From an optimization exercise on the open Yosys and OpenROAD flow, aimed at small area, a short achievable clock period and few clock cycles per item; shortcuts taken in it are not production practice. Where RTL was checked, it was by simulation tests only, not by an equivalence proof against the original. Function not checked in runs 1 to 5: the RTL went through the layout flow alone. No activity file was given, so power comes from the tool's default toggle rates.

==> design/flow/run.sh <==
#!/bin/bash
# synth_recipe.tcl (not shown) runs the flow's synth.tcl, then flattens the netlist and writes it again
# the make line also repeats each setting of config.mk as NAME=value (left out here)
make -C /OpenROAD-flow-scripts/flow DESIGN_CONFIG=/design/flow/config.mk WORK_HOME=/design/flow/orfs CLKGATE_MAP_FILE= SYNTH_SCRIPT=/design/flow/synth_recipe.tcl finish
==> design/flow/config.mk <==
export PLATFORM = sky130hd
export DESIGN_NAME = fft_bitrev_buf
export DESIGN_NICKNAME = fft_bitrev_buf
export VERILOG_FILES = /design/flow/design.v
export SDC_FILE = /design/flow/constraint.sdc
export NUM_CORES = 4
export LEC_CHECK = 0
export CAP_MARGIN = 20
export CORE_MARGIN = 2
export CORE_UTILIZATION = 55
export CTS_BUF_LIST = sky130_fd_sc_hd__clkbuf_16
export CTS_CLUSTER_DIAMETER = 80
export CTS_CLUSTER_SIZE = 25
export SETUP_SLACK_MARGIN = 4.0
export SLEW_MARGIN = 20
export SYNTH_HIERARCHICAL = 1
==> design/flow/constraint.sdc <==
create_clock -name core_clock -period 6.5 [get_ports {clk}]
set_input_delay 1.3000 -clock core_clock [delete_from_list [all_inputs] [get_ports {clk}]]
set_output_delay 1.3000 -clock core_clock [all_outputs]
set_load 0.01 [all_outputs]
==> design/flow/design.v <==
module fft_pingpong_mem
(
  input  logic        clk,
  input  logic        load,
  input  logic        hold,
  input  logic [19:0] d,
  output logic [19:0] q
);
  always_ff @(posedge clk)
    q <= (d & {20{load}}) | (q & {20{hold}});
endmodule
module fft_bitrev_buf
(
  input  logic clk,
  input  logic rst,
  input  logic din_vld,
  input  logic din_last,
  input  logic [9:0] din_re,
  input  logic [9:0] din_im,
  input  logic dout_rdy,
  output logic din_rdy,
  output logic dout_vld,
  output logic dout_last,
  output logic [5:0] dout_idx,
  output logic [9:0] dout_re,
  output logic [9:0] dout_im,
  output logic err_frame
);
  function automatic logic [5:0] bitrev(input logic [5:0] v);
    logic [5:0] r;
    for (int i = 0; i < 6; i++)
      r[i] = v[5-i];
    bitrev = r;
  endfunction
  function automatic logic [7:0] onehot3(input logic [2:0] v);
    onehot3 = 8'd1 << v;
  endfunction
  function automatic logic [5:0] rd_slot(input logic p, input logic [5:0] c);
    rd_slot = p ? c : bitrev(c);
  endfunction
  logic [19:0] in_data;     
  logic        in_vld;
  logic [5:0]  wr_cnt;      
  logic        wr_par;      
  logic        free_q;      
  logic        rdy_q;       
  logic        in_free;     
  logic [5:0]  rd_cnt;      
  logic        rd_par;      
  logic [7:0]  rd_hi;       
  logic [7:0]  rd_lo;       
  logic [1:0]  n_full;      
  logic        vld_q;
  logic [19:0] out_data;
  logic [5:0]  out_idx;
  logic        out_last;
  logic        acc;
  logic        acc_wrap;
  logic        we;
  logic        wr_wrap;
  logic        ld;
  logic        ld_wrap;
  logic [19:0] rd_data;
  logic [19:0] mem [64];
  logic [19:0] grp [8];
  logic [7:0]  wr_hi;       
  logic [7:0]  wr_lo;       
  logic [5:0]  slot_w;
  logic [5:0]  wr_cnt_n;
  logic        wr_par_n;
  logic [5:0]  rd_cnt_i;    
  logic        rd_par_i;
  logic [5:0]  slot_i;
  logic        free_h;      
  logic        free_l;      
  logic        free_n;
  logic        in_vld_n;
  assign din_rdy  = rdy_q;
  assign dout_vld = vld_q;
  assign in_free  = !in_vld | free_q;
  assign acc      = din_vld & in_free;
  assign acc_wrap = in_vld ? (wr_cnt == 6'd62) : (wr_cnt == 6'd63);
  assign we       = in_vld & free_q;
  assign wr_wrap  = (wr_cnt == 6'd63);
  assign ld       = (!vld_q | dout_rdy) & ((n_full != 2'd0) | (acc & acc_wrap));
  assign ld_wrap  = (rd_cnt == 6'd63);
  for (genvar k = 0; k < 64; k++) begin : g_mem
    logic sel;
    assign sel = wr_hi[k/8] & wr_lo[k%8];
    fft_pingpong_mem u_ent (
      .clk  (clk),
      .load (sel),
      .hold (!sel),
      .d    (in_data),
      .q    (mem[k])
    );
  end
  always_comb begin
    for (int g = 0; g < 8; g++) begin
      grp[g] = '0;
      for (int l = 0; l < 8; l++)
        grp[g] = grp[g] | (mem[8*g+l] & {20{rd_lo[l]}});
    end
    rd_data = '0;
    for (int g = 0; g < 8; g++)
      rd_data = rd_data | (grp[g] & {20{rd_hi[g]}});
  end
  always_comb begin
    wr_cnt_n = we ? wr_cnt + 6'd1 : wr_cnt;
    wr_par_n = (we & wr_wrap) ? ~wr_par : wr_par;
    slot_w   = wr_par_n ? bitrev(wr_cnt_n) : wr_cnt_n;
    rd_cnt_i = rd_cnt + 6'd1;
    rd_par_i = ld_wrap ? ~rd_par : rd_par;
    slot_i   = rd_slot(rd_par_i, rd_cnt_i);
    free_h   = (wr_par_n == rd_par)   || (wr_cnt_n < rd_cnt);
    free_l   = (wr_par_n == rd_par_i) || (wr_cnt_n < rd_cnt_i);
    free_n   = ld ? free_l : free_h;
    in_vld_n = in_free ? din_vld : in_vld;
  end
  always_ff @(posedge clk) begin
    if (rst) begin
      in_vld    <= 1'b0;
      wr_cnt    <= '0;
      wr_par    <= 1'b0;
      wr_hi     <= 8'd1;
      wr_lo     <= 8'd1;
      free_q    <= 1'b1;
      rdy_q     <= 1'b1;
      rd_cnt    <= '0;
      rd_par    <= 1'b0;
      rd_hi     <= 8'd1;
      rd_lo     <= 8'd1;
      n_full    <= '0;
      vld_q     <= 1'b0;
      err_frame <= 1'b0;
    end else begin
      in_vld  <= in_vld_n;
      wr_cnt  <= wr_cnt_n;
      wr_par  <= wr_par_n;
      wr_hi   <= free_n ? onehot3(slot_w[5:3]) : 8'd0;
      wr_lo   <= onehot3(slot_w[2:0]);
      free_q  <= free_n;
      rdy_q   <= !in_vld_n || free_n;
      if (ld) begin
        rd_cnt <= rd_cnt_i;
        rd_par <= rd_par_i;
        rd_hi  <= onehot3(slot_i[5:3]);
        rd_lo  <= onehot3(slot_i[2:0]);
      end
      n_full  <= n_full + 2'((acc & acc_wrap)) - 2'((ld & ld_wrap));
      if (acc && (din_last != acc_wrap))
        err_frame <= 1'b1;
      if (ld)
        vld_q <= 1'b1;
      else if (dout_rdy)
        vld_q <= 1'b0;
    end
  end
  always_ff @(posedge clk) begin
    if (in_free)
      in_data <= {din_re, din_im};
  end
  fft_pingpong_mem u_out (
    .clk  (clk),
    .load (ld & !rst),
    .hold (!(ld | dout_rdy | rst)),
    .d    (rd_data),
    .q    (out_data)
  );
  always_ff @(posedge clk) begin
    if (rst) begin
      out_idx  <= '0;
      out_last <= 1'b0;
    end else if (ld) begin
      out_idx  <= bitrev(rd_cnt);
      out_last <= ld_wrap;
    end else if (dout_rdy) begin
      out_idx  <= '0;
      out_last <= 1'b0;
    end
  end
  assign dout_re   = out_data[19:10];
  assign dout_im   = out_data[9:0];
  assign dout_idx  = out_idx;
  assign dout_last = out_last;
endmodule
==> results.yml, run 1 <==
timing:
  report.final.hold_viol_count: 0
  grt_setup_unrepaired: "true"
  fmax_mhz: 387
  final_max_slew_viol_count: 0
  finalSetupViolCount: 0
  max_slew_margin: 0.274
  setup_tns_ps: 0
  layout_worst_path_cycle_share: 0.397
  clock_skews_ps: 30.3
  worstMarginPinSlew_ps: 1090
  timing.hold.ws_ps: 476
  post-route-min-period_ps: 2580
die:
  io_pins: 55
  die-width_um: 308
  std_cell_rows: 111
  placeableCoreArea_um2: 91700
  die_area_um2: 94800
  die_height_um: 308
  initial_utilization: 0.554
setup_path:
  cp_data_arrival_time_ps: 3210
  reg2reg_depth: 7
  critPathCaptureType: "register"
  crit_fanout: 26
  critPathRequiredTime_ps: 7130
  timing.setup.critical_path_class: "register to register"
  startpoint_type_of_the_worst_setup_path: "register"
synthesis:
  count_of_warnings_emitted_by_yosys: 11
  post-synth-top-area-fraction: 0.536
  syn_inst: 4419
  synth-edff-count: 20
  synthTopCellsByArea: "dfxtp_1 54%, a22o_1 22%, a22oi_1 11%"
  synth-seq-area-share: 0.548
  avgSynthCellArea_um2: 11.5
  leading_area_contributor_after_synthesis: "dfxtp_1"
  ys_async_sr_fraction: 0
  ys_types: 63
  postSynthNetCount: 4459
  synth-main-ff-cell: "dfxtp_1"
  synthesis.area_um2: 50800
  ys_seq_elements: 1380
route:
  drc: 0
  drt_iter0_drc: 5131
  drt-wirelength-per-cell_um: 34.0
  dr_total_vias: 40100
  final_antenna_net_count: 0
  routed_wirelength_um: 185000
  detail_route.vias_per_cell: 7.39
  drt_pass1_iterations: 8
clock_tree:
  numClockSinks: 1380
  cts.root.buffer_cell: "clkbuf_16"
  clk_pin_slew_ps: 100
  tritoncts: "built"
  clock_latency_ps: 730
  cts_buffer_depth: 3
  cts_h_tree_depth: 2
  cts_inserted_buffers: 61
global_route:
  antenna_violations_before_repair: 1
  grt_first_pass_wirelength_um: 264000
  grt_pass1_vias: 37400
  grt_start_max_net_pins: 112
  global_route.overflow_total: 0
  track_usage: 0.373
final_layout:
  layout-drive-gt1-share: 0.0931
  area_growth_syn_to_layout_pct: 5.52
  num-nets-final: 4272
  fillers: 7730
outcome:
  result_of_the_run: "finished clean"
power:
  power.ir.vdd_worst_uv: 242
  power_leakage_uw: 0.0200
  power_per_cell_area_nw_per_um2: 259
place:
  place.detailed.hpwl_um: 96600
  rd_place_congestion: 0.875
  io_buffers: 54
worst_hold_path:
  min-delay-path-class: "register to register"
  cell_depth_of_the_worst_hold_path: 1
run:
  max-cap-violations: 0
## cell type report
type,count,area (um2),share of cell area
antenna,1,2.50,0.0000467
sequential,1380,28000,0.522
inverter,80,357,0.00665
clock buffer,63,1580,0.0294
clock inverter,10,52.6,0.000980
tap,1186,1480,0.0277
timing repair buffer,197,1860,0.0347
timing repair inverter,3,17.5,0.000327
multi-input combinational,2509,20300,0.378
## per-module statistics from Yosys, one instance, submodules excluded
module	cell area [um2]	cells
fft_pingpong_mem	608	44
fft_bitrev_buf	11300	1559
## cells in the mapped netlist (all sizes together) (6+ instances only)
cell / number
dfxtp: 1360
nor2: 36
a21oi: 23
nor3: 13
nand3b: 7
nand2: 94
xnor2: 15
inv: 80
nand4: 191
nand3: 8
a32o: 6
a22o: 1302
edfxtp: 20
clkbuf: 175
o21ai: 12
a22oi: 720
buf: 275
ha: 15
## repair_timing
item | CTS | global route
cloned | 3 | 2
setup buffers | 13 | 14
pin swaps | 7 | 20
hold buffers | 0 | 0
gates resized for setup | 252 | 70
setup endpoints to repair | 232 | 134
## through the flow
stage | setup slack, ps | cells | cell area [um2] | total power (uW) | utilization
2_1_floorplan | 3990 | 4419 | 50800 | 9370 | -
3_3_place_gp | 3000 | 5323 | 50900 | 9620 | 0.556
3_5_place_dp | 2980 | 5323 | 50900 | 9630 | 0.556
4_1_cts | 3750 | 5412 | 53100 | 13900 | 0.579
5_1_grt | 3870 | 5428 | 53600 | 14300 | 0.585
6_report | 3920 | 5429 | 53600 | 13900 | 0.585
## registers in the layout, summed over array words and instances, names as in the netlist, 2 cells and up
| register | count |
|---|---|
| wr_lo | 8 |
| wr_cnt | 6 |
| out_idx | 6 |
| n_full | 2 |
| rd_lo | 8 |
| in_data | 20 |
| wr_hi | 8 |
| rd_hi | 8 |
| u_out.q | 20 |
| g_mem.u_ent.q | 1280 |
| rd_cnt | 6 |
## path summary, 6_finish.rpt
| path | start | to | slack, ps |
|---|---|---|---|
| max | rd_lo[2]$_SDFFE_PP0P_ | u_out.q[3]$_DFF_P_ | 3920 |
| min | g_mem[43].u_ent.q[2]$_DFF_P_ | g_mem[43].u_ent.q[2]$_DFF_P_ | 480 |
| max reg2reg | rd_lo[2]$_SDFFE_PP0P_ | u_out.q[3]$_DFF_P_ | 3920 |
| min reg2reg | g_mem[43].u_ent.q[2]$_DFF_P_ | g_mem[43].u_ent.q[2]$_DFF_P_ | 480 |
## cells in the final DEF, fill, tap and decap left out, drive strengths merged, types with 5 or more instances in the layout
| cell type | instances |
|---|---|
| a21o | 5 |
| clkinvlp | 19 |
| nor3 | 13 |
| inv | 73 |
| xnor2 | 15 |
| ha | 15 |
| dfxtp | 1360 |
| clkbuf | 65 |
| edfxtp | 20 |
| a21oi | 23 |
| a22oi | 720 |
| nor2 | 36 |
| clkdlybuf4s50 | 21 |
| buf | 172 |
| nand2 | 94 |
| nand4 | 191 |
| nand3b | 7 |
| mux2i | 5 |
| a22o | 1302 |
| o21ai | 12 |
| nand2b | 5 |
| and2 | 5 |
| nand3 | 8 |
| a32o | 6 |
## layer usage
metal  up-vias  routed length (um)  track usage
li1      17100                   -            -
met1     20300               79600        0.543
met2      2336               78500        0.554
met3       327               19400       0.0722
met4         2                7110        0.128
met5         -                  13            0
## worst max-delay path, stage by stage, from the launching register on
cell	delay (ps)
dfxtp_4	530
buf_4	360
buf_6	280
a22oi_1	240
nand4_1	120
a22oi_1	490
nand4_1	160
a22o_1	250
## kinds of logic after synthesis
logic type	Yosys count	synth area share
adder cells (fa/ha/maj)	15	0.00369
AO/OA/AOI/OAI	2092	0.341
AND/OR/NAND/NOR	374	0.0403
flip-flops	1380	0.548
XOR/XNOR	19	0.00369
buffers and inverters	530	0.0620
multiplexers	9	0.00195
## power breakdown
| group | leakage, uW | internal, uW | switching (uW) |
|---|---|---|---|
| Combinational | 0.00798 | 237 | 404 |
| Clock | 0.000821 | 1740 | 2700 |
| Sequential | 0.0112 | 8700 | 132 |
==> inputs of run 2 (changes only) <==
--- a/design/flow/design.v
+++ b/design/flow/design.v
@@ -63,6 +63,8 @@
   logic [19:0] rd_data;
   logic [19:0] mem [64];
   logic [19:0] grp [8];
+  logic [7:0]  wr_hi_n;     
+  logic [7:0]  wr_lo_n;
   logic [7:0]  wr_hi;       
   logic [7:0]  wr_lo;       
   logic [5:0]  slot_w;
@@ -90,7 +92,7 @@
     fft_pingpong_mem u_ent (
       .clk  (clk),
       .load (sel),
-      .hold (!sel),
+      .hold (wr_hi_n[k/8] | wr_lo_n[k%8]),
       .d    (in_data),
       .q    (mem[k])
     );
@@ -124,6 +126,8 @@
       wr_par    <= 1'b0;
       wr_hi     <= 8'd1;
       wr_lo     <= 8'd1;
+      wr_hi_n   <= 8'hfe;
+      wr_lo_n   <= 8'hfe;
       free_q    <= 1'b1;
       rdy_q     <= 1'b1;
       rd_cnt    <= '0;
@@ -139,6 +143,8 @@
       wr_par  <= wr_par_n;
       wr_hi   <= free_n ? onehot3(slot_w[5:3]) : 8'd0;
       wr_lo   <= onehot3(slot_w[2:0]);
+      wr_hi_n <= free_n ? ~onehot3(slot_w[5:3]) : 8'hff;
+      wr_lo_n <= ~onehot3(slot_w[2:0]);
       free_q  <= free_n;
       rdy_q   <= !in_vld_n || free_n;
       if (ld) begin
==> results.yml, run 2 <==
worst_hold_path:
  min-delay-path-class: "register to register"
  hold_path_startpoint: "out_idx[3]$_SDFFE_PP0P_"
  cell_depth_of_the_worst_hold_path: 2
  whs_endpoint: "out_idx[3]$_SDFFE_PP0P_"
power:
  power_leakage_uw: 0.0200
  power.ir.vdd_worst_uv: 196
  power_per_cell_area_nw_per_um2: 267
timing:
  layout_worst_path_cycle_share: 0.413
  timing.hold.ws_ps: 453
  max_slew_margin: 0.181
  post-route-min-period_ps: 2680
  grt_setup_unrepaired: "true"
  final_max_slew_viol_count: 0
  clock_skews_ps: 25.8
  report.final.hold_viol_count: 0
  fmax_mhz: 373
  setup_tns_ps: 0
  worstMarginPinSlew_ps: 1230
  finalSetupViolCount: 0
setup_path:
  timing.setup.critical_path_class: "register to register"
  crit_fanout: 4
  reg2reg_depth: 12
  timing.reg2reg.setup_slack_ps: 3820
  cp_data_arrival_time_ps: 3260
  startpoint_type_of_the_worst_setup_path: "register"
  critPathRequiredTime_ps: 7070
  rr_startpoint: "wr_cnt[1]$_SDFF_PP0_"
  worstReg2RegEnd: "rdy_q$_SDFF_PP1_"
  critPathCaptureType: "register"
  worstSetupStartpoint: "wr_cnt[1]$_SDFF_PP0_"
route:
  drc: 0
  detail_route.vias_per_cell: 7.43
  drt_pass1_iterations: 6
  drt-wirelength-per-cell_um: 35.2
  dr_total_vias: 41000
  final_antenna_net_count: 0
  drt_iter0_drc: 5578
  routed_wirelength_um: 194000
synthesis:
  synthesis.area_um2: 51400
  post-synth-top-area-fraction: 0.536
  synth_most_common_cell: "dfxtp_1"
  ys_types: 56
  synthTopCellsByArea: "dfxtp_1 54%, a22o_1 22%, a22oi_1 11%"
  ys_seq_elements: 1396
  synth-seq-area-share: 0.547
  syn_inst: 4425
  avgSynthCellArea_um2: 11.6
  ys_async_sr_fraction: 0
  leading_area_contributor_after_synthesis: "dfxtp_1"
  yosys-top-cells-count: "1376 x dfxtp_1, 1308 x a22o_1, 721 x a22oi_1, 183 x nand4_1, 166 x clkbuf_1"
  postSynthNetCount: 4465
  synth-edff-count: 20
  count_of_warnings_emitted_by_yosys: 11
  synth-main-ff-cell: "dfxtp_1"
clock_tree:
  tritoncts: "built"
  clk_pin_slew_ps: 100
  cts.root.buffer_cell: "clkbuf_16"
  cts_inserted_buffers: 66
  clock_latency_ps: 690
  cts_h_tree_depth: 3
  cts_buffer_depth: 3
  numClockSinks: 1396
die:
  die_area_um2: 96000
  die-width_um: 310
  initial_utilization: 0.553
  io_pins: 55
  die_height_um: 310
  std_cell_rows: 112
  placeableCoreArea_um2: 93000
global_route:
  globalRouteMet2Util: 0.563
  gr-usage-met1: 0.546
  globalRoute.busiestLayer: "met2"
  antenna_violations_before_repair: 15
  grt_pass1_vias: 37700
  grt_first_pass_wirelength_um: 273000
  grt_start_max_net_pins: 83
  track_usage: 0.387
  global_route.overflow_total: 0
  met3_usage: 0.0899
place:
  rd_place_congestion: 0.851
  place.detailed.hpwl_um: 100000
  io_buffers: 54
final_layout:
  largest_register_by_flop_count: "g_mem.u_ent.q"
  mostFrequentLayoutCell: "dfxtp_1"
  final_cell_mix: "1327 x dfxtp_1, 1308 x a22o_1, 701 x a22oi_1"
  number_of_flip_flops_in_the_largest_register: 1280
  biggestRegsByFlops: "g_mem.u_ent.q (1280), in_data (20), u_out.q (20)"
  num-nets-final: 4251
  area_growth_syn_to_layout_pct: 6.13
  layout-drive-gt1-share: 0.0994
run:
  max-cap-violations: 0
outcome:
  result_of_the_run: "finished clean"
-- run 2: changes by cell type after synthesis, sizes merged, moves of 7 or more --
cell and delta:
or2 +65, nand4 -7, a21oi -7, clkbuf -8, inv -62, and2 +66
dfxtp +16, nand2 -72, nand3 +7
-- run 2: final cells by class --
cell class	count	area [um2]
Antenna cell	30	75.1
Clock buffer	73	1830
Clock inverter	8	48.8
Fill cell	7790	38500
Inverter	18	90.1
Multi-Input combinational cell	2574	21000
Sequential cell	1396	28300
Tap cell	1254	1570
Timing Repair Buffer	155	1720
-- run 2: routing by layer --
metal | vias to the layer above | share of wire | wire [um]
li1 | 17200 | - | -
met2 | 2534 | 0.43 | 82700
met3 | 462 | 0.11 | 21300
met5 | - | 0.0011 | 222
met1 | 20700 | 0.42 | 80500
met4 | 26 | 0.048 | 9300
-- run 2: kinds of logic after synthesis --
logic type / after synthesis / synth area share
compound gates: 2086 / 0.336
xor+xnor: 23 / 0.00421
fa+ha+maj: 15 / 0.00365
buf+inv: 458 / 0.0560
flops: 1396 / 0.547
mux: 12 / 0.00248
simple gates: 435 / 0.0501
-- run 2: worst max path at each step --
| stage | to | slack (ps) | cells after the start |
|---|---|---|---|
| 6_report | rdy_q$_SDFF_PP1_ | 3820 | 12 |
| 5_1_grt | rdy_q$_SDFF_PP1_ | 3730 | 12 |
| 4_1_cts | wr_hi[5]$_SDFF_PP0_ | 3910 | 10 |
| 3_5_place_dp | rd_hi[3]$_SDFFE_PP0P_ | 2440 | 8 |
| 3_3_place_gp | rd_hi[3]$_SDFFE_PP0P_ | 2510 | 8 |
| 2_1_floorplan | n_full[1]$_SDFF_PP0_ | 3370 | 11 |
-- run 2: critical path, stage by stage (launching register included) --
cell and delay [ps]:
dfxtp_4 390, and4_4 260, nand4_1 170, xnor2_2 220, ha_1 350, nand2_2 70, a311o_1 310, o211ai_1 90
buf_4 190, buf_6 110, a32oi_4 110, buf_6 170, nand2b_4 120
-- run 2: power by group --
group | switching, uW | total, uW | internal, uW
combinational | 422 | 713 | 291
clock | 2810 | 4830 | 2020
sequential | 197 | 9050 | 8850
total | 3430 | 14600 | 11200
-- run 2: timing repair --
item                                    in CTS  in global routing
endpoints found under the setup margin     103                 73
resized for setup                          274                 38
hold buffers                                 0                  0
setup buffers                               34                 11
pin swaps                                   20                 12
cloned                                       5                  1
-- run 2: stage by stage --
step,instances,setup WS (ps),utilization,total power (uW),area [um2]
after floorplan,4425,3370,-,9620,51600
after global routing,5484,3730,0.586,15000,54500
after detailed placement,5345,2440,0.552,9910,51400
after global placement,5344,2510,0.552,9900,51300
final,5508,3820,0.587,14600,54600
after CTS,5465,3910,0.581,14600,54100
-- run 2: per-module statistics from Yosys, one instance, submodules excluded --
module / cells inside / copies in the design
fft_pingpong_mem: 44 / 65
fft_bitrev_buf: 1565 / 1
==> inputs of run 3 (changes only) <==
--- a/design/flow/design.v
+++ b/design/flow/design.v
@@ -8,6 +8,21 @@
 );
   always_ff @(posedge clk)
     q <= (d & {20{load}}) | (q & {20{hold}});
+endmodule
+module fft_sel_reg
+(
+  input  logic       clk,
+  input  logic       rst,
+  input  logic       en,
+  input  logic [7:0] d,
+  output logic [7:0] q
+);
+  always_ff @(posedge clk) begin
+    if (rst)
+      q <= 8'd1;
+    else if (en)
+      q <= d;
+  end
 endmodule
 module fft_bitrev_buf
 (
@@ -48,7 +63,8 @@
   logic [5:0]  rd_cnt;      
   logic        rd_par;      
   logic [7:0]  rd_hi;       
-  logic [7:0]  rd_lo;       
+  logic [7:0]  rd_lo_a;     
+  logic [7:0]  rd_lo_b;     
   logic [1:0]  n_full;      
   logic        vld_q;
   logic [19:0] out_data;
@@ -101,12 +117,26 @@
     for (int g = 0; g < 8; g++) begin
       grp[g] = '0;
       for (int l = 0; l < 8; l++)
-        grp[g] = grp[g] | (mem[8*g+l] & {20{rd_lo[l]}});
+        grp[g] = grp[g] | (mem[8*g+l] & {{10{rd_lo_b[l]}}, {10{rd_lo_a[l]}}});
     end
     rd_data = '0;
     for (int g = 0; g < 8; g++)
       rd_data = rd_data | (grp[g] & {20{rd_hi[g]}});
   end
+  fft_sel_reg u_rd_lo_a (
+    .clk (clk),
+    .rst (rst),
+    .en  (ld),
+    .d   (onehot3(slot_i[2:0])),
+    .q   (rd_lo_a)
+  );
+  fft_sel_reg u_rd_lo_b (
+    .clk (clk),
+    .rst (rst),
+    .en  (ld),
+    .d   (onehot3(slot_i[2:0])),
+    .q   (rd_lo_b)
+  );
   always_comb begin
     wr_cnt_n = we ? wr_cnt + 6'd1 : wr_cnt;
     wr_par_n = (we & wr_wrap) ? ~wr_par : wr_par;
@@ -133,7 +163,6 @@
       rd_cnt    <= '0;
       rd_par    <= 1'b0;
       rd_hi     <= 8'd1;
-      rd_lo     <= 8'd1;
       n_full    <= '0;
       vld_q     <= 1'b0;
       err_frame <= 1'b0;
@@ -151,7 +180,6 @@
         rd_cnt <= rd_cnt_i;
         rd_par <= rd_par_i;
         rd_hi  <= onehot3(slot_i[5:3]);
-        rd_lo  <= onehot3(slot_i[2:0]);
       end
       n_full  <= n_full + 2'((acc & acc_wrap)) - 2'((ld & ld_wrap));
       if (acc && (din_last != acc_wrap))
==> results.yml, run 3 <==
worst_hold_path:
  min-delay-path-class: "register to register"
synthesis:
  avgSynthCellArea_um2: 11.6
  postSynthNetCount: 4509
  ys_types: 56
  synthesis.area_um2: 51800
  yosys-top-cells-count: "1384 x dfxtp_1, 1300 x a22o_1, 721 x a22oi_1, 184 x nand4_1, 170 x clkbuf_1"
  synth-seq-area-share: 0.547
  ys_async_sr_fraction: 0
  leading_area_contributor_after_synthesis: "dfxtp_1"
  post-synth-top-area-fraction: 0.535
  synthTopCellsByArea: "dfxtp_1 54%, a22o_1 22%, a22oi_1 10%"
  synth_most_common_cell: "dfxtp_1"
  ys_seq_elements: 1404
  syn_inst: 4469
  synth-main-ff-cell: "dfxtp_1"
  synth-edff-count: 20
  count_of_warnings_emitted_by_yosys: 12
die:
  die_height_um: 311
  initial_utilization: 0.555
  std_cell_rows: 112
  die_area_um2: 96600
  placeableCoreArea_um2: 93300
  io_pins: 55
  die-width_um: 311
timing:
  max_slew_margin: 0.165
  fmax_mhz: 375
  final_max_slew_viol_count: 0
  finalSetupViolCount: 0
  grt_setup_unrepaired: "true"
  worstMarginPinSlew_ps: 1250
  layout_worst_path_cycle_share: 0.410
  clock_skews_ps: 27.0
  post-route-min-period_ps: 2660
  report.final.hold_viol_count: 0
  setup_tns_ps: 0
place:
  io_buffers: 54
  place.detailed.instances: 5401
  rd_place_congestion: 0.913
  place.detailed.hpwl_um: 106000
final_layout:
  mostFrequentLayoutCell: "dfxtp_1"
  antenna_cells_inserted: 0
  layout-drive-gt1-share: 0.108
  final-instance-count-excl-fill: 5537
  num-nets-final: 4308
  fillers: 7793
  biggestRegsByFlops: "g_mem.u_ent.q (1280), in_data (20), u_out.q (20)"
  area_growth_syn_to_layout_pct: 5.99
  largest_register_by_flop_count: "g_mem.u_ent.q"
  final_cell_mix: "1327 x dfxtp_1, 1300 x a22o_1, 687 x a22oi_1"
  number_of_flip_flops_in_the_largest_register: 1280
setup_path:
  crit_fanout: 6
  critPathRequiredTime_ps: 7050
  startpoint_type_of_the_worst_setup_path: "register"
  cp_data_arrival_time_ps: 3220
  critPathCaptureType: "register"
  timing.setup.critical_path_class: "register to register"
clock_tree:
  cts_h_tree_depth: 3
  cts_inserted_buffers: 66
  numClockSinks: 1404
  clk_pin_slew_ps: 90
  tritoncts: "built"
  cts.root.buffer_cell: "clkbuf_16"
  clock_latency_ps: 680
  cts_buffer_depth: 3
power:
  power_leakage_uw: 0.0201
  power.ir.vdd_worst_uv: 245
  p_int_uw: 11100
  power.switching_uw: 3380
  fin_total_pwr_uw: 14500
  power_per_cell_area_nw_per_um2: 264
  share_clk_of_total_power: 0.329
  share_comb_of_total_power: 0.047
  switching_part_of_the_total: 0.233
  sequential_group_share_of_total_power: 0.624
route:
  routed_wirelength_um: 198000
  dr_total_vias: 41500
  detail_route.vias_per_cell: 7.50
  drt_pass1_iterations: 6
  final_antenna_net_count: 0
  drt_iter0_drc: 6274
  drt-wirelength-per-cell_um: 35.7
  drc: 0
global_route:
  track_usage: 0.387
  grt_start_max_net_pins: 70
  grt_first_pass_wirelength_um: 279000
  global_route.overflow_total: 0
  antenna_violations_before_repair: 7
  grt_pass1_vias: 38300
run:
  max-cap-violations: 0
outcome:
  result_of_the_run: "finished clean"
run 3: final cells by class:
| class | count | area, um2 | area share |
|---|---|---|---|
| clock buffer | 71 | 1780 | 0.0324 |
| clock inverter | 12 | 58.8 | 0.00107 |
| inverter | 17 | 70.1 | 0.00128 |
| multi-input combinational | 2608 | 21200 | 0.387 |
| sequential | 1404 | 28500 | 0.519 |
| tap | 1254 | 1570 | 0.0286 |
| timing repair buffer | 171 | 1660 | 0.0302 |
run 3: logic make-up (layout without fill, tap and decap cells):
family,Yosys count,in the layout,synth area share
compound gates,2084,2085,0.333
xor+xnor,19,19,0.00365
fa+ha+maj,15,15,0.00363
buf+inv,459,271,0.0560
flops,1404,1404,0.547
mux,24,24,0.00469
simple gates,464,465,0.0523
run 3: worst paths after layout:
path | from | end | slack (ps) | cells after the start
max reg2reg | wr_cnt[1]$_SDFF_PP0_ | wr_hi_n[6]$_SDFF_PP1_ | 3840 | 10
min | g_mem[17].u_ent.q[9]$_DFF_P_ | g_mem[17].u_ent.q[9]$_DFF_P_ | 480 | 1
max | wr_cnt[1]$_SDFF_PP0_ | wr_hi_n[6]$_SDFF_PP1_ | 3840 | 10
min reg2reg | g_mem[17].u_ent.q[9]$_DFF_P_ | g_mem[17].u_ent.q[9]$_DFF_P_ | 480 | 1
run 3: power groups by stage:
stage,sequential (uW),combinational [uW],clock [uW]
final,9060,682,4770
after global routing,9090,714,5090
after CTS,9050,655,4800
after detailed placement,9250,644,0
after global placement,9250,632,0
after floorplan,9280,339,0
run 3: per-module statistics from Yosys (local to each module, per instance):
module | times used | cells
fft_bitrev_buf | 1 | 1557
fft_pingpong_mem | 65 | 44
fft_sel_reg | 2 | 26
run 3: through the flow:
| step | cell area (um2) | setup slack, ps | util | hold slack (ps) |
|---|---|---|---|---|
| floorplan | 51800 | 3380 | - | 440 |
| finish | 54900 | 3840 | 0.588 | 478 |
| CTS | 54200 | 3840 | 0.581 | 482 |
| global route | 54900 | 3750 | 0.588 | 490 |
| global placement | 51700 | 2610 | 0.553 | 451 |
| detailed placement | 51700 | 2580 | 0.554 | 453 |
run 3: layer usage:
metal  GRT usage  share of wire
met5           0       0.000045
met4       0.181          0.052
met3      0.0836           0.11
met2       0.562           0.43
met1       0.547           0.41
run 3: critical path: stages, from the launching register on:
cell and delay, ps:
dfxtp_4 370, buf_6 130, ha_1 260, o21a_1 220
inv_2 120, ha_1 240, o211ai_1 290, a311oi_2 80
o21ai_2 220, o32ai_4 140, or4_1 490
run 3: timing repair:
item	4_1_cts	5_1_grt
pin swaps	23	24
gates cloned	2	4
buffers inserted	22	21
gates resized for setup	291	68
hold buffers	0	0
setup endpoints to repair	102	85
==> inputs of run 4 (changes only) <==
--- a/design/flow/design.v
+++ b/design/flow/design.v
@@ -79,8 +79,6 @@
   logic [19:0] rd_data;
   logic [19:0] mem [64];
   logic [19:0] grp [8];
-  logic [7:0]  wr_hi_n;     
-  logic [7:0]  wr_lo_n;
   logic [7:0]  wr_hi;       
   logic [7:0]  wr_lo;       
   logic [5:0]  slot_w;
@@ -108,7 +106,7 @@
     fft_pingpong_mem u_ent (
       .clk  (clk),
       .load (sel),
-      .hold (wr_hi_n[k/8] | wr_lo_n[k%8]),
+      .hold (!sel),
       .d    (in_data),
       .q    (mem[k])
     );
@@ -156,8 +154,6 @@
       wr_par    <= 1'b0;
       wr_hi     <= 8'd1;
       wr_lo     <= 8'd1;
-      wr_hi_n   <= 8'hfe;
-      wr_lo_n   <= 8'hfe;
       free_q    <= 1'b1;
       rdy_q     <= 1'b1;
       rd_cnt    <= '0;
@@ -172,8 +168,6 @@
       wr_par  <= wr_par_n;
       wr_hi   <= free_n ? onehot3(slot_w[5:3]) : 8'd0;
       wr_lo   <= onehot3(slot_w[2:0]);
-      wr_hi_n <= free_n ? ~onehot3(slot_w[5:3]) : 8'hff;
-      wr_lo_n <= ~onehot3(slot_w[2:0]);
       free_q  <= free_n;
       rdy_q   <= !in_vld_n || free_n;
       if (ld) begin
==> results.yml, run 4 <==
global_route:
  global_route.overflow_total: 0
  grt_pass1_vias: 38300
  antenna_violations_before_repair: 5
  grt_start_max_net_pins: 65
  grt_first_pass_wirelength_um: 273000
  track_usage: 0.387
route:
  dr_total_vias: 40600
  final_antenna_net_count: 0
  routed_wirelength_um: 192000
  drt_pass1_iterations: 6
  drc: 0
  drt_iter0_drc: 5623
  drt-wirelength-per-cell_um: 34.5
  detail_route.vias_per_cell: 7.32
synthesis:
  postSynthNetCount: 4491
  synth-edff-count: 20
  leading_area_contributor_after_synthesis: "dfxtp_1"
  post-synth-top-area-fraction: 0.535
  synth-seq-area-share: 0.547
  synth_most_common_cell: "dfxtp_1"
  synthesis.area_um2: 51200
  ys_types: 62
  ys_async_sr_fraction: 0
  avgSynthCellArea_um2: 11.5
  synthTopCellsByArea: "dfxtp_1 54%, a22o_1 22%, a22oi_1 11%"
  syn_inst: 4451
  yosys-top-cells-count: "1368 x dfxtp_1, 1306 x a22o_1, 720 x a22oi_1, 185 x nand4_1, 179 x clkbuf_1"
  count_of_warnings_emitted_by_yosys: 12
  synth-main-ff-cell: "dfxtp_1"
  ys_seq_elements: 1388
power:
  power.ir.vdd_worst_uv: 240
  sequential_group_share_of_total_power: 0.620
  power_leakage_uw: 0.0205
  power.switching_uw: 3310
  p_int_uw: 11000
  switching_part_of_the_total: 0.231
  share_comb_of_total_power: 0.045
  share_clk_of_total_power: 0.335
  power_per_cell_area_nw_per_um2: 263
timing:
  max_slew_margin: 0.262
  worstMarginPinSlew_ps: 1110
  finalSetupViolCount: 0
  clock_skews_ps: 25.5
  grt_setup_unrepaired: "true"
  layout_setup_ws_ps: 3930
  fmax_mhz: 389
  post-route-min-period_ps: 2570
  final_max_slew_viol_count: 0
  setup_tns_ps: 0
  layout_worst_path_cycle_share: 0.395
  report.final.hold_viol_count: 0
final_layout:
  mostFrequentLayoutCell: "dfxtp_1"
  layout-drive-gt1-share: 0.0983
  final_cell_area_um2: 54400
  area_growth_syn_to_layout_pct: 6.44
  biggestRegsByFlops: "g_mem.u_ent.q (1280), in_data (20), u_out.q (20)"
  largest_register_by_flop_count: "g_mem.u_ent.q"
  number_of_flip_flops_in_the_largest_register: 1280
  final_cell_mix: "1308 x dfxtp_1, 1306 x a22o_1, 700 x a22oi_1"
  num-nets-final: 4324
place:
  rd_place_congestion: 0.863
  dpl_cell_area_um2: 51400
  io_buffers: 54
  place.detailed.hpwl_um: 104000
  dp_slack_ps: 2500
setup_path:
  cp_data_arrival_time_ps: 3160
  critPathSlowestCell: "dfxtp_1"
  crit_fanout: 20
  timing.setup.critical_path_class: "register to register"
  startpoint_type_of_the_worst_setup_path: "register"
  critPathCaptureType: "register"
  critical_path.top_delay_family: "buffers and inverters"
  critPathBufInv: 2
  critPathRequiredTime_ps: 7090
  max_stage_delay_ps: 940
  cp_cell_sequence: "nand2_1 > buf_4 > inv_1 > a22o_1"
run:
  max-cap-violations: 0
die:
  die_height_um: 309
  placeableCoreArea_um2: 91900
  die-width_um: 309
  die_area_um2: 95500
  initial_utilization: 0.556
  std_cell_rows: 111
  io_pins: 55
clock_tree:
  clk_pin_slew_ps: 90
  tritoncts: "built"
  cts_h_tree_depth: 3
  numClockSinks: 1388
  clock_latency_ps: 670
  cts_inserted_buffers: 66
  cts_buffer_depth: 3
  cts.root.buffer_cell: "clkbuf_16"
  hold_buffers: 0
worst_hold_path:
  min-delay-path-class: "register to register"
outcome:
  result_of_the_run: "finished clean"
-- run 4: cell types whose count changed after synthesis, sizes merged, moves of 8 or more --
cell / change
or2: -60
buf: +9
dfxtp: -16
nand2: +55
and2: -64
clkbuf: +9
and3: -11
inv: +62
nand2b: +8
nand3: -8
-- run 4: final cells by class --
cell class,count,area [um2]
Antenna cell,1,2.50
Clock buffer,71,1780
Clock inverter,17,115
Fill cell,7642,37500
Inverter,79,342
Multi-Input combinational cell,2527,20300
Sequential cell,1388,28200
Tap cell,1243,1560
Timing Repair Buffer,221,2150
Timing Repair inverter,1,7.51
-- run 4: per-stage QoR --
step                cells  total power, uW  hold slack [ps]  utilization
floorplan            4451             9430              440            -
global placement     5412             9670              442        0.559
detailed placement   5412             9680              443        0.559
CTS                  5524            14300              464        0.586
global route         5547            14700              477        0.592
finish               5548            14300              460        0.592
-- run 4: power by group through the flow --
stage                     clock (uW)  sequential [uW]  combinational (uW)
after floorplan                    0             9120                 308
after global routing            5110             8900                 669
final                           4790             8880                 638
after detailed placement           0             9070                 610
after global placement             0             9080                 597
after CTS                       4840             8870                 619
-- run 4: repair_timing --
| item | CTS | global route |
|---|---|---|
| endpoints found under the hold margin | 0 | 0 |
| setup endpoints to repair | 200 | 245 |
| cloned | 5 | 1 |
| buffers inserted | 19 | 21 |
| pin swaps | 12 | 21 |
| resized for setup | 256 | 64 |
-- run 4: path summary, 6_finish.rpt --
| check | cells past startpoint | slack (ps) | end | start |
|---|---|---|---|---|
| setup reg to reg | 4 | 3930 | g_mem[33].u_ent.q[17]$_DFF_P_ | wr_lo[1]$_SDFF_PP0_ |
| hold reg to reg | 1 | 460 | rd_hi[0]$_SDFFE_PP1P_ | rd_hi[0]$_SDFFE_PP1P_ |
| setup / recovery | 4 | 3930 | g_mem[33].u_ent.q[17]$_DFF_P_ | wr_lo[1]$_SDFF_PP0_ |
| hold / removal | 1 | 460 | rd_hi[0]$_SDFFE_PP1P_ | rd_hi[0]$_SDFFE_PP1P_ |
-- run 4: cell families after synthesis --
group	Yosys count	synth area share
multiplexers	22	0.00435
AND/OR/NAND/NOR	382	0.0407
flip-flops	1388	0.547
adder cells (fa/ha/maj)	15	0.00367
AO/OA/AOI/OAI	2083	0.337
XOR/XNOR	22	0.00428
buffers and inverters	539	0.0629
-- run 4: per-layer routing --
| metal | share of wire | vias to the layer above | global-route usage |
|---|---|---|---|
| li1 | - | 17300 | - |
| met1 | 0.41 | 20300 | 0.543 |
| met2 | 0.42 | 2534 | 0.564 |
| met3 | 0.11 | 443 | 0.0843 |
| met4 | 0.056 | 12 | 0.190 |
| met5 | 0.00037 | - | 0 |
-- run 4: worst register-to-register path, delay by kind of cell (launching register included) --
kind                   cells  cell delay (ps)
flip-flops                 1              940
AND/OR/NAND/NOR            1              150
buffers and inverters      2             1130
AO/OA/AOI/OAI              1              280
-- run 4: per-module statistics from Yosys (local to each module, per instance) --
module	flip-flops and latches	area, um2	cells	copies in the design
fft_bitrev_buf	72	11000	1539	1
fft_sel_reg	8	290	26	2
fft_pingpong_mem	20	608	44	65
==> inputs of run 5 (changes only) <==
--- a/design/flow/design.v
+++ b/design/flow/design.v
@@ -79,6 +79,8 @@
   logic [19:0] rd_data;
   logic [19:0] mem [64];
   logic [19:0] grp [8];
+  logic [7:0]  wr_hi_n;     
+  logic [7:0]  wr_lo_n;
   logic [7:0]  wr_hi;       
   logic [7:0]  wr_lo;       
   logic [5:0]  slot_w;
@@ -87,8 +89,7 @@
   logic [5:0]  rd_cnt_i;    
   logic        rd_par_i;
   logic [5:0]  slot_i;
-  logic        free_h;      
-  logic        free_l;      
+  logic [6:0]  occ;         
   logic        free_n;
   logic        in_vld_n;
   assign din_rdy  = rdy_q;
@@ -106,7 +107,7 @@
     fft_pingpong_mem u_ent (
       .clk  (clk),
       .load (sel),
-      .hold (!sel),
+      .hold (wr_hi_n[k/8] | wr_lo_n[k%8]),
       .d    (in_data),
       .q    (mem[k])
     );
@@ -142,9 +143,7 @@
     rd_cnt_i = rd_cnt + 6'd1;
     rd_par_i = ld_wrap ? ~rd_par : rd_par;
     slot_i   = rd_slot(rd_par_i, rd_cnt_i);
-    free_h   = (wr_par_n == rd_par)   || (wr_cnt_n < rd_cnt);
-    free_l   = (wr_par_n == rd_par_i) || (wr_cnt_n < rd_cnt_i);
-    free_n   = ld ? free_l : free_h;
+    free_n   = ld || !((occ == 7'd64) || (we && (occ == 7'd63)));
     in_vld_n = in_free ? din_vld : in_vld;
   end
   always_ff @(posedge clk) begin
@@ -154,7 +153,10 @@
       wr_par    <= 1'b0;
       wr_hi     <= 8'd1;
       wr_lo     <= 8'd1;
+      wr_hi_n   <= 8'hfe;
+      wr_lo_n   <= 8'hfe;
       free_q    <= 1'b1;
+      occ       <= '0;
       rdy_q     <= 1'b1;
       rd_cnt    <= '0;
       rd_par    <= 1'b0;
@@ -168,7 +170,10 @@
       wr_par  <= wr_par_n;
       wr_hi   <= free_n ? onehot3(slot_w[5:3]) : 8'd0;
       wr_lo   <= onehot3(slot_w[2:0]);
+      wr_hi_n <= free_n ? ~onehot3(slot_w[5:3]) : 8'hff;
+      wr_lo_n <= ~onehot3(slot_w[2:0]);
       free_q  <= free_n;
+      occ     <= occ + 7'(we) - 7'(ld);
       rdy_q   <= !in_vld_n || free_n;
       if (ld) begin
         rd_cnt <= rd_cnt_i;
==> results.yml, run 5 <==
outcome:
  result_of_the_run: "finished clean"
final_layout:
  final_cell_mix: "1336 x dfxtp_1, 1301 x a22o_1, 687 x a22oi_1"
  layout.core_utilization: 0.581
  area_growth_syn_to_layout_pct: 5.15
  layout-drive-gt1-share: 0.0926
  mostFrequentLayoutCell: "dfxtp_1"
  number_of_flip_flops_in_the_largest_register: 1280
  num-nets-final: 4342
  biggestRegsByFlops: "g_mem.u_ent.q (1280), in_data (20), u_out.q (20)"
  largest_register_by_flop_count: "g_mem.u_ent.q"
  fillers: 7914
route:
  drt_iter0_drc: 6128
  drt-wirelength-per-cell_um: 34.9
  dr_total_vias: 41600
  drc: 0
  routed_wirelength_um: 195000
  drt_pass1_iterations: 6
  final_antenna_net_count: 0
  detail_route.vias_per_cell: 7.43
setup_path:
  cp_cell_sequence: "buf_8 > inv_8 > o41a_4 > or2_4 > inv_12 > ha_4 > inv_2 > ha_4 > fa_2 > a21oi_2 > o21bai_1 > buf_4 > buf_6 > xnor2_2 > nor2_1"
  startpoint_type_of_the_worst_setup_path: "input pin"
  timing.setup.critical_path_class: "input pin to register"
  critPathSlowestCell: "o41a_4"
  max_stage_delay_ps: 430
  critPathRequiredTime_ps: 7040
  cp_data_arrival_time_ps: 3550
  crit_path_frequent_cell: "ha_4"
  crit_fanout: 2
  critPathCaptureType: "register"
timing:
  grt_setup_unrepaired: "true"
  final_max_slew_viol_count: 0
  clock_skews_ps: 17.3
  timing.hold.ws_ps: 463
  worstMarginPinSlew_ps: 1250
  setup_tns_ps: 0
  layout_worst_path_cycle_share: 0.463
  fmax_mhz: 332
  post-route-min-period_ps: 3010
  max_slew_margin: 0.169
  finalSetupViolCount: 0
  report.final.hold_viol_count: 0
clock_tree:
  cts.root.buffer_cell: "clkbuf_16"
  clk_pin_slew_ps: 90
  numClockSinks: 1411
  cts_inserted_buffers: 67
  cts_buffer_depth: 3
  tritoncts: "built"
  clock_latency_ps: 680
  cts_h_tree_depth: 3
synthesis:
  post-synth-top-area-fraction: 0.532
  synth-main-ff-cell: "dfxtp_1"
  count_of_warnings_emitted_by_yosys: 12
  postSynthNetCount: 4582
  synthTopCellsByArea: "dfxtp_1 53%, a22o_1 22%, a22oi_1 10%"
  ys_seq_elements: 1411
  syn_inst: 4540
  avgSynthCellArea_um2: 11.5
  yosys-top-cells-count: "1391 x dfxtp_1, 1301 x a22o_1, 720 x a22oi_1, 185 x nand4_1, 172 x clkbuf_1"
  ys_types: 70
  leading_area_contributor_after_synthesis: "dfxtp_1"
  ys_async_sr_fraction: 0
  synth_most_common_cell: "dfxtp_1"
  synth-seq-area-share: 0.543
  synthesis.area_um2: 52400
  synth-edff-count: 20
global_route:
  antenna_violations_before_repair: 5
  grt_start_max_net_pins: 65
  grt_first_pass_wirelength_um: 278000
  grt_pass1_vias: 38800
  track_usage: 0.381
  global_route.overflow_total: 0
die:
  io_pins: 55
  die_area_um2: 97700
  initial_utilization: 0.553
  die_height_um: 313
  placeableCoreArea_um2: 94700
  die-width_um: 313
  std_cell_rows: 113
power:
  power.ir.vdd_worst_uv: 235
  power_leakage_uw: 0.0202
  power_per_cell_area_nw_per_um2: 284
place:
  rd_place_congestion: 0.877
  place.detailed.hpwl_um: 107000
  io_buffers: 54
worst_hold_path:
  min-delay-path-class: "register to register"
run:
  max-cap-violations: 0
-- run 5: cell types whose count changed after synthesis, sizes merged, moves of 8 or more --
| cell | change |
|---|---|
| or2 | +62 |
| nor3 | +9 |
| clkbuf | -8 |
| nand2 | -54 |
| dfxtp | +23 |
| nand3 | +9 |
| and2 | +71 |
| inv | -60 |
-- run 5: cell type report --
type	instances	area (um2)	area share
well taps	1265	1580	0.0287
flip-flops and latches	1411	28600	0.520
clock inverters	15	196	0.00357
repair inverters	1	6.26	0.000114
clock buffers	73	1830	0.0332
diodes	19	47.5	0.000863
repair buffers	140	1360	0.0247
inverters	20	97.6	0.00177
multi-input cells	2659	21300	0.388
-- run 5: what timing repair did --
item	4_1_cts	5_1_grt
gates cloned	1	1
pin swaps	14	17
hold buffers	0	0
endpoints found under the setup margin	112	82
endpoints found under the hold margin	0	0
buffers inserted	13	9
gates resized for setup	254	34
-- run 5: worst paths after layout --
check,from,endpoint,slack [ps],depth (start not counted)
worst max register to register,free_q$_SDFF_PP1_,occ[4]$_SDFF_PP0_,3560,14
worst min-delay path,err_frame$_SDFFE_PP0P_,err_frame$_SDFFE_PP0P_,460,2
worst max-delay path,din_vld,occ[4]$_SDFF_PP0_,3490,15
worst min register to register,err_frame$_SDFFE_PP0P_,err_frame$_SDFFE_PP0P_,460,2
-- run 5: Yosys stat by module, one instance, submodules excluded --
module,times used,cells inside
fft_bitrev_buf,1,1628
fft_pingpong_mem,65,44
fft_sel_reg,2,26
-- run 5: stage by stage --
step	std cells	area, um2	setup slack [ps]	power, uW
finish	5603	55100	3490	15700
CTS	5573	54700	3540	15600
global route	5585	55000	3410	16100
global placement	5470	52300	1590	10700
floorplan	4540	52400	2810	10200
detailed placement	5471	52300	1590	10700
-- run 5: power by group --
part | leakage (uW) | total (uW) | switching (uW) | internal [uW]
clock | 0.00102 | 5060 | 2830 | 2230
combinational | 0.00764 | 1230 | 725 | 506
sequential | 0.0115 | 9360 | 288 | 9080
total | 0.0202 | 15700 | 3850 | 11800
-- run 5: routing by layer --
metal  part of all wire  vias up  global-route usage
li1                   -    17500                   -
met1               0.41    20900               0.533
met2               0.43     2691               0.554
met3               0.11      478              0.0933
met4              0.050        4               0.177
met5            0.00013        -                   0
-- run 5: critical path: cells and delay by family --
kind / cells / cell delay, ps
buf+inv: 6 / 490
fa+ha+maj: 3 / 640
xor+xnor: 1 / 130
compound gates: 3 / 660
simple gates: 2 / 330
-- run 5: kinds of logic after synthesis --
| family | count (synthesis) | synth area share |
|---|---|---|
| xor gates and xnor gates | 18 | 0.00301 |
| muxes | 18 | 0.00346 |
| DFF | 1411 | 0.543 |
| and+or+nand+nor | 499 | 0.0563 |
| buffers and inverters | 471 | 0.0563 |
| AOI/OAI and AO/OA | 2106 | 0.334 |
| adders and majority gates | 17 | 0.00420 |
==> inputs of run 6 (changes only) <==
--- a/design/flow/design.v
+++ b/design/flow/design.v
@@ -90,6 +90,11 @@
   logic        rd_par_i;
   logic [5:0]  slot_i;
   logic [6:0]  occ;         
+  logic [6:0]  occ_m;       
+  logic [6:0]  occ_h;       
+  logic [6:0]  occ_l;       
+  logic [6:0]  occ_mh;      
+  logic [6:0]  occ_ml;
   logic        free_n;
   logic        in_vld_n;
   assign din_rdy  = rdy_q;
@@ -144,6 +149,10 @@
     rd_par_i = ld_wrap ? ~rd_par : rd_par;
     slot_i   = rd_slot(rd_par_i, rd_cnt_i);
     free_n   = ld || !((occ == 7'd64) || (we && (occ == 7'd63)));
+    occ_h    = we ? occ + 7'd1 : occ;
+    occ_l    = we ? occ : occ_m;
+    occ_mh   = we ? occ : occ_m;
+    occ_ml   = we ? occ_m : occ_m - 7'd1;
     in_vld_n = in_free ? din_vld : in_vld;
   end
   always_ff @(posedge clk) begin
@@ -157,6 +166,7 @@
       wr_lo_n   <= 8'hfe;
       free_q    <= 1'b1;
       occ       <= '0;
+      occ_m     <= 7'h7f;
       rdy_q     <= 1'b1;
       rd_cnt    <= '0;
       rd_par    <= 1'b0;
@@ -173,7 +183,8 @@
       wr_hi_n <= free_n ? ~onehot3(slot_w[5:3]) : 8'hff;
       wr_lo_n <= ~onehot3(slot_w[2:0]);
       free_q  <= free_n;
-      occ     <= occ + 7'(we) - 7'(ld);
+      occ     <= ld ? occ_l : occ_h;
+      occ_m   <= ld ? occ_ml : occ_mh;
       rdy_q   <= !in_vld_n || free_n;
       if (ld) begin
         rd_cnt <= rd_cnt_i;
==> results.yml, run 6 <==
outcome:
  result_of_the_run: "finished clean"
run:
  max-cap-violations: 0
synthesis:
  synth-edff-count: 20
  synthTopCellsByArea: "dfxtp_1 53%, a22o_1 22%, a22oi_1 10%"
  synth-main-ff-cell: "dfxtp_1"
  ys_async_sr_fraction: 0
  yosys-top-cells-count: "1398 x dfxtp_1, 1308 x a22o_1, 724 x a22oi_1, 185 x nand4_1, 170 x clkbuf_1"
  post-synth-top-area-fraction: 0.532
  leading_area_contributor_after_synthesis: "dfxtp_1"
  postSynthNetCount: 4594
  synth_most_common_cell: "dfxtp_1"
  avgSynthCellArea_um2: 11.5
  count_of_warnings_emitted_by_yosys: 12
  ys_seq_elements: 1418
  ys_types: 72
  syn_inst: 4561
  synth-seq-area-share: 0.544
  synthesis.area_um2: 52600
place:
  place.detailed.hpwl_um: 107000
  io_buffers: 54
  rd_place_congestion: 0.913
  dp_slack_ps: 2640
die:
  initial_utilization: 0.554
  die_height_um: 313
  io_pins: 55
  placeableCoreArea_um2: 94900
  die_area_um2: 98100
  std_cell_rows: 113
  die-width_um: 313
clock_tree:
  cts_buffer_depth: 3
  clock_latency_ps: 690
  clk_pin_slew_ps: 100
  cts.root.buffer_cell: "clkbuf_16"
  cts_inserted_buffers: 67
  numClockSinks: 1418
  cts_h_tree_depth: 3
  tritoncts: "built"
global_route:
  global_route.overflow_total: 0
  grt_start_max_net_pins: 82
  grt_pass1_vias: 38800
  antenna_violations_before_repair: 9
  grt_first_pass_wirelength_um: 280000
  track_usage: 0.385
route:
  final_antenna_net_count: 0
  drt_pass1_iterations: 6
  detail_route.vias_per_cell: 7.41
  drt-wirelength-per-cell_um: 34.9
  drt_iter0_drc: 6099
  routed_wirelength_um: 195000
  drc: 0
  dr_total_vias: 41500
setup_path:
  critPathSlowestCell: "dfxtp_4"
  critPathRequiredTime_ps: 7080
  timing.setup.critical_path_class: "register to register"
  critPathCaptureType: "register"
  cp_cell_sequence: "buf_12 > a22oi_1 > nand4_1 > a22oi_2 > nand4_1 > a22o_1"
  reg2reg_depth: 6
  crit_path_frequent_cell: "nand4_1"
  startpoint_type_of_the_worst_setup_path: "register"
  max_stage_delay_ps: 500
  cp_data_arrival_time_ps: 3140
  crit_fanout: 59
timing:
  final_max_slew_viol_count: 0
  post-route-min-period_ps: 2560
  max_slew_margin: 0.180
  grt_setup_unrepaired: "true"
  worstMarginPinSlew_ps: 1230
  layout_setup_ws_ps: 3940
  finalSetupViolCount: 0
  layout_worst_path_cycle_share: 0.394
  setup_tns_ps: 0
  report.final.hold_viol_count: 0
  clock_skews_ps: 23.9
  fmax_mhz: 391
final_layout:
  biggestRegsByFlops: "g_mem.u_ent.q (1280), in_data (20), u_out.q (20)"
  layout-drive-gt1-share: 0.0860
  num-nets-final: 4341
  number_of_flip_flops_in_the_largest_register: 1280
  largest_register_by_flop_count: "g_mem.u_ent.q"
  area_growth_syn_to_layout_pct: 4.41
  final_cell_mix: "1346 x dfxtp_1, 1308 x a22o_1, 703 x a22oi_1"
  mostFrequentLayoutCell: "dfxtp_1"
worst_hold_path:
  min-delay-path-class: "register to register"
  cell_depth_of_the_worst_hold_path: 2
power:
  power_per_cell_area_nw_per_um2: 269
  power.ir.vdd_worst_uv: 233
  power_leakage_uw: 0.0200
[run 6: cell types whose count changed in the layout (fill, tap and decap cells not counted), sizes merged, moves of 7 or more]
cell,previous run,this run
nand2b,3,12
nor3,21,9
a22o,1301,1308
dfxtp,1391,1398
buf,118,107
diode,19,12
nor2,55,74
o21ai,5,14
ha,16,8
[run 6: timing repair]
action                     CTS  global route
hold buffers                 0             0
setup endpoints to repair  113            87
resized for setup          220            39
buffers inserted             6            11
gates cloned                 1             0
pin swaps                    3            10
[run 6: per-stage QoR]
step / instance area [um2] / std cells / total power, uW / hold slack, ps / util
after floorplan: 52600 / 4561 / 9780 / 440 / -
after global placement: 52400 / 5482 / 10100 / 452 / 0.552
after detailed placement: 52400 / 5485 / 10100 / 453 / 0.553
after CTS: 54600 / 5577 / 14800 / 470 / 0.575
after global routing: 54900 / 5590 / 15200 / 490 / 0.578
final: 54900 / 5601 / 14800 / 469 / 0.579
[run 6: layer usage]
| metal | part of all wire | vias to the layer above | global-route usage |
|---|---|---|---|
| li1 | - | 17600 | - |
| met1 | 0.41 | 20800 | 0.538 |
| met2 | 0.43 | 2643 | 0.560 |
| met3 | 0.11 | 462 | 0.0914 |
| met4 | 0.054 | 2 | 0.186 |
| met5 | 0.000072 | - | 0 |
[run 6: cells by family after synthesis]
kind of cell    count (synthesis)  share of synthesized area
xor+xnor                       25                    0.00445
simple gates                  503                     0.0552
compound gates               2118                      0.334
flops                        1418                      0.544
fa+ha+maj                       8                    0.00190
mux                            20                    0.00405
buf+inv                       469                     0.0567
[run 6: where the power goes]
group	switching, uW	internal (uW)	total, uW
clock network	2830	2010	4840
registers	198	8990	9190
logic	438	288	726
[run 6: worst paths after layout]
path | slack [ps] | to | start
max reg2reg | 3940 | u_out.q[2]$_DFF_P_ | u_rd_lo_a.q[5]$_SDFFE_PP0P_
max | 3940 | u_out.q[2]$_DFF_P_ | u_rd_lo_a.q[5]$_SDFFE_PP0P_
min | 470 | err_frame$_SDFFE_PP0P_ | err_frame$_SDFFE_PP0P_
min reg2reg | 470 | err_frame$_SDFFE_PP0P_ | err_frame$_SDFFE_PP0P_
[run 6: layout make-up]
type / instances / area (um2)
fillers: 7994 / 40000
flip-flops and latches: 1418 / 28700
multi-input cells: 2675 / 21300
clock buffers: 72 / 1800
well taps: 1265 / 1580
repair buffers: 130 / 1330
inverters: 16 / 72.6
clock inverters: 13 / 68.8
diodes: 12 / 30.0
[run 6: per-module statistics from Yosys, one instance, submodules excluded]
module / cells inside / flops+latches
fft_sel_reg: 26 / 8
fft_bitrev_buf: 1649 / 102
fft_pingpong_mem: 44 / 20
[run 6: critical path, delay by kind of cell (launching register included)]
family,cells,cell delay (ps)
simple gates,2,480
flops,1,500
compound gates,3,1080
buf+inv,1,320
Testbench counts of run 6, summed over its fixed seeds: cycles 19,909, samples 16,384.
==> inputs of run 7 (changes only) <==
--- a/design/flow/config.mk
+++ b/design/flow/config.mk
@@ -11,6 +11,7 @@
 export CTS_BUF_LIST = sky130_fd_sc_hd__clkbuf_16
 export CTS_CLUSTER_DIAMETER = 80
 export CTS_CLUSTER_SIZE = 25
+export PLACE_DENSITY = 0.8
 export SETUP_SLACK_MARGIN = 4.0
 export SLEW_MARGIN = 20
 export SYNTH_HIERARCHICAL = 1
==> results.yml, run 7 <==
timing:
  layout_setup_ws_ps: 3900
  worstMarginPinSlew_ps: 1270
  fmax_mhz: 385
  max_slew_margin: 0.156
  final_max_slew_viol_count: 0
  report.final.hold_viol_count: 0
  layout_worst_path_cycle_share: 0.399
  post-route-min-period_ps: 2600
  clock_skews_ps: 35.6
  finalSetupViolCount: 0
  grt_setup_unrepaired: "true"
  setup_tns_ps: 0
power:
  power_leakage_uw: 0.0200
  sequential_group_share_of_total_power: 0.628
  p_int_uw: 11200
  power.ir.vdd_worst_uv: 199
  power_per_cell_area_nw_per_um2: 268
  share_comb_of_total_power: 0.049
  share_clk_of_total_power: 0.323
  switching_part_of_the_total: 0.235
  power.switching_uw: 3440
outcome:
  result_of_the_run: "finished clean"
synthesis:
  leading_area_contributor_after_synthesis: "dfxtp_1"
  synthesis.area_um2: 52600
  synth-main-ff-cell: "dfxtp_1"
  post-synth-top-area-fraction: 0.532
  synthTopCellsByArea: "dfxtp_1 53%, a22o_1 22%, a22oi_1 10%"
  synthXorXnorAreaFrac: 0.00445
  synth_mux_area_frac: 0.00405
  synth_most_common_cell: "dfxtp_1"
  ys_seq_elements: 1418
  synth-edff-count: 20
  synth-seq-area-share: 0.544
  count_of_warnings_emitted_by_yosys: 12
  avgSynthCellArea_um2: 11.5
  ys_types: 72
  synth_top_family_by_area: "compound AO/OA/AOI/OAI gates"
  postSynthNetCount: 4594
  complex_gate_fraction_of_the_synthesized_area: 0.334
  adder_and_majority_cell_fraction_of_the_synthesized_area: 0.00190
  ys_async_sr_fraction: 0
  synthSimpleGateAreaFrac: 0.0552
  syn_inst: 4561
  yosys-top-cells-count: "1398 x dfxtp_1, 1308 x a22o_1, 724 x a22oi_1, 185 x nand4_1, 170 x clkbuf_1"
route:
  detail_route.vias_per_cell: 7.64
  drt_pass1_iterations: 9
  drc: 0
  drt_iter0_drc: 7479
  final_antenna_net_count: 0
  dr_total_vias: 42800
  drt-wirelength-per-cell_um: 32.6
  routed_wirelength_um: 183000
clock_tree:
  numClockSinks: 1418
  cts_inserted_buffers: 67
  cts.root.buffer_cell: "clkbuf_16"
  clk_pin_slew_ps: 100
  tritoncts: "built"
  cts_h_tree_depth: 3
  clock_latency_ps: 670
  cts_buffer_depth: 3
setup_path:
  timing.setup.critical_path_class: "register to register"
  critPathSlowestCell: "a22oi_2"
  startpoint_type_of_the_worst_setup_path: "register"
  cp_data_arrival_time_ps: 3160
  crit_fanout: 42
  crit_path_frequent_cell: "nand4_1"
  critPathRequiredTime_ps: 7070
  cp_cell_sequence: "buf_6 > a22oi_1 > nand4_1 > a22oi_2 > nand4_1 > a22o_1"
  max_stage_delay_ps: 650
  critPathCaptureType: "register"
global_route:
  track_usage: 0.352
  grt_pass1_vias: 40300
  antenna_violations_before_repair: 14
  grt_start_max_net_pins: 65
  grt_first_pass_wirelength_um: 263000
  global_route.overflow_total: 0
die:
  std_cell_rows: 113
  die_area_um2: 98100
  initial_utilization: 0.554
  io_pins: 55
  die_height_um: 313
  placeableCoreArea_um2: 94900
  die-width_um: 313
final_layout:
  area_growth_syn_to_layout_pct: 4.01
  largest_register_by_flop_count: "g_mem.u_ent.q"
  biggestRegsByFlops: "g_mem.u_ent.q (1280), in_data (20), u_out.q (20)"
  mostFrequentLayoutCell: "dfxtp_1"
  number_of_flip_flops_in_the_largest_register: 1280
  layout-drive-gt1-share: 0.0822
  final-instance-count-excl-fill: 5597
  layout.core_utilization: 0.576
  fillers: 7720
  final_cell_area_um2: 54700
  final_cell_mix: "1349 x dfxtp_1, 1308 x a22o_1, 706 x a22oi_1"
  num-nets-final: 4337
place:
  rd_place_congestion: 0.980
  place.detailed.instances: 5477
  dp_slack_ps: 2720
  dpl_cell_area_um2: 52300
  place.detailed.hpwl_um: 98200
  io_buffers: 54
run:
  max-cap-violations: 0
worst_hold_path:
  min-delay-path-class: "register to register"
run 7: cell types whose count changed in the layout (fill, tap and decap cells not counted), sizes merged:
cell           before  now
buf               107  103
clkbuf             72   68
inv                26   30
clkdlybuf4s50      22   21
dlygate4sd2         1    2
run 7: power groups by stage:
stage	Sequential (uW)	Combinational [uW]	Clock [uW]
detailed placement	9380	686	0
global placement	9370	661	0
CTS	9180	685	4710
finish	9190	720	4730
floorplan	9400	377	0
global route	9220	750	5020
run 7: worst max-delay path: cells and delay by family (launching register included):
family,cells,cell delay (ps)
AO/OA/AOI/OAI,3,1170
AND/OR/NAND/NOR,2,310
buffers and inverters,1,360
flip-flops,1,610
run 7: timing repair:
item | in CTS | in global routing
endpoints found under the setup margin | 110 | 69
hold buffers | 0 | 0
gates resized for setup | 202 | 46
gates cloned | 0 | 1
hold endpoints to repair | 0 | 0
pin swaps | 3 | 7
setup buffers | 6 | 16
run 7: logic make-up (layout without fill, tap and decap cells):
logic type / after synthesis / in the layout
other cells: 0 / 12
buf+inv: 469 / 227
fa+ha+maj: 8 / 8
flops: 1418 / 1418
mux: 20 / 20
xor+xnor: 25 / 25
compound gates: 2118 / 2118
simple gates: 503 / 504
run 7: final timing paths:
| kind | startpoint | to | slack, ps | cells after the start |
|---|---|---|---|---|
| worst max-delay path | u_rd_lo_b.q[7]$_SDFFE_PP0P_ | u_out.q[10]$_DFF_P_ | 3900 | 6 |
| worst min-delay path | out_idx[0]$_SDFFE_PP0P_ | out_idx[0]$_SDFFE_PP0P_ | 470 | 1 |
| worst max register to register | u_rd_lo_b.q[7]$_SDFFE_PP0P_ | u_out.q[10]$_DFF_P_ | 3900 | 6 |
| worst min register to register | out_idx[0]$_SDFFE_PP0P_ | out_idx[0]$_SDFFE_PP0P_ | 470 | 1 |
run 7: final cells by class:
class	count	area, um2	area share
clock buffers	68	1700	0.0311
multi-input cells	2675	21200	0.388
diodes	12	30.0	0.000549
flip-flops and latches	1418	28700	0.526
well taps	1265	1580	0.0289
clock inverters	17	125	0.00229
inverters	16	67.6	0.00124
repair buffers	126	1210	0.0222
run 7: metrics by stage:
step                hold WS (ps)  power [uW]
floorplan                    440        9780
global placement             452       10000
detailed placement           453       10100
CTS                          473       14600
global route                 490       15000
finish                       470       14600
run 7: modules after synthesis (local to each module, per instance):
| module | cells inside | flip-flops and latches | area (um2) | times used |
|---|---|---|---|---|
| fft_bitrev_buf | 1649 | 102 | 12500 | 1 |
| fft_pingpong_mem | 44 | 20 | 608 | 65 |
| fft_sel_reg | 26 | 8 | 290 | 2 |
run 7: routing by layer:
| layer | part of all wire | track usage |
|---|---|---|
| met2 | 0.41 | 0.505 |
| met1 | 0.36 | 0.454 |
| met3 | 0.15 | 0.109 |
| met5 | 0.00045 | 0.00242 |
| met4 | 0.076 | 0.237 |

afterwards: timing with drivers on the ports:
The flow's constraints put no driver on any port. The routed layouts listed below were extracted and timed again, unchanged, in two steps. Step 1: set_driving_cell puts a clkbuf_16 on clk and a buf_2 on each other input, an assumption about the parent block. Step 2 also shifts input and output timing later by t, the mid clock arrival at the registers, as if the neighbouring blocks saw the same clock. Three values: ideal, step 1, step 2; two values: the first two.
run	t, ns	setup WS [ns]	hold WS [ns]	worst setup path at the end
run 1	0.794	3.917 / 3.841 / 3.417	0.476 / 0.476 / 0.476	input to register
run 2	0.755	3.816 / 3.816 / 3.256	0.453 / 0.453 / 0.453	input to register
run 3	0.740	3.836 / 3.836 / 3.191	0.478 / 0.478 / 0.478	input to register
run 4	0.728	3.931 / 3.931 / 3.395	0.460 / 0.460 / 0.460	input to register
run 5	0.738	3.491 / 3.513 / 2.775	0.463 / 0.463 / 0.463	input to register
run 6	0.752	3.941 / 3.903 / 3.371	0.469 / 0.469 / 0.469	input to register
run 7	0.726	3.904 / 3.904 / 3.403	0.470 / 0.470 / 0.470	input to register
After both steps every run listed still meets setup and hold. The setup slack of run 5, which loses most, moves by +0.022 ns with the drivers and by -0.716 ns with both steps.
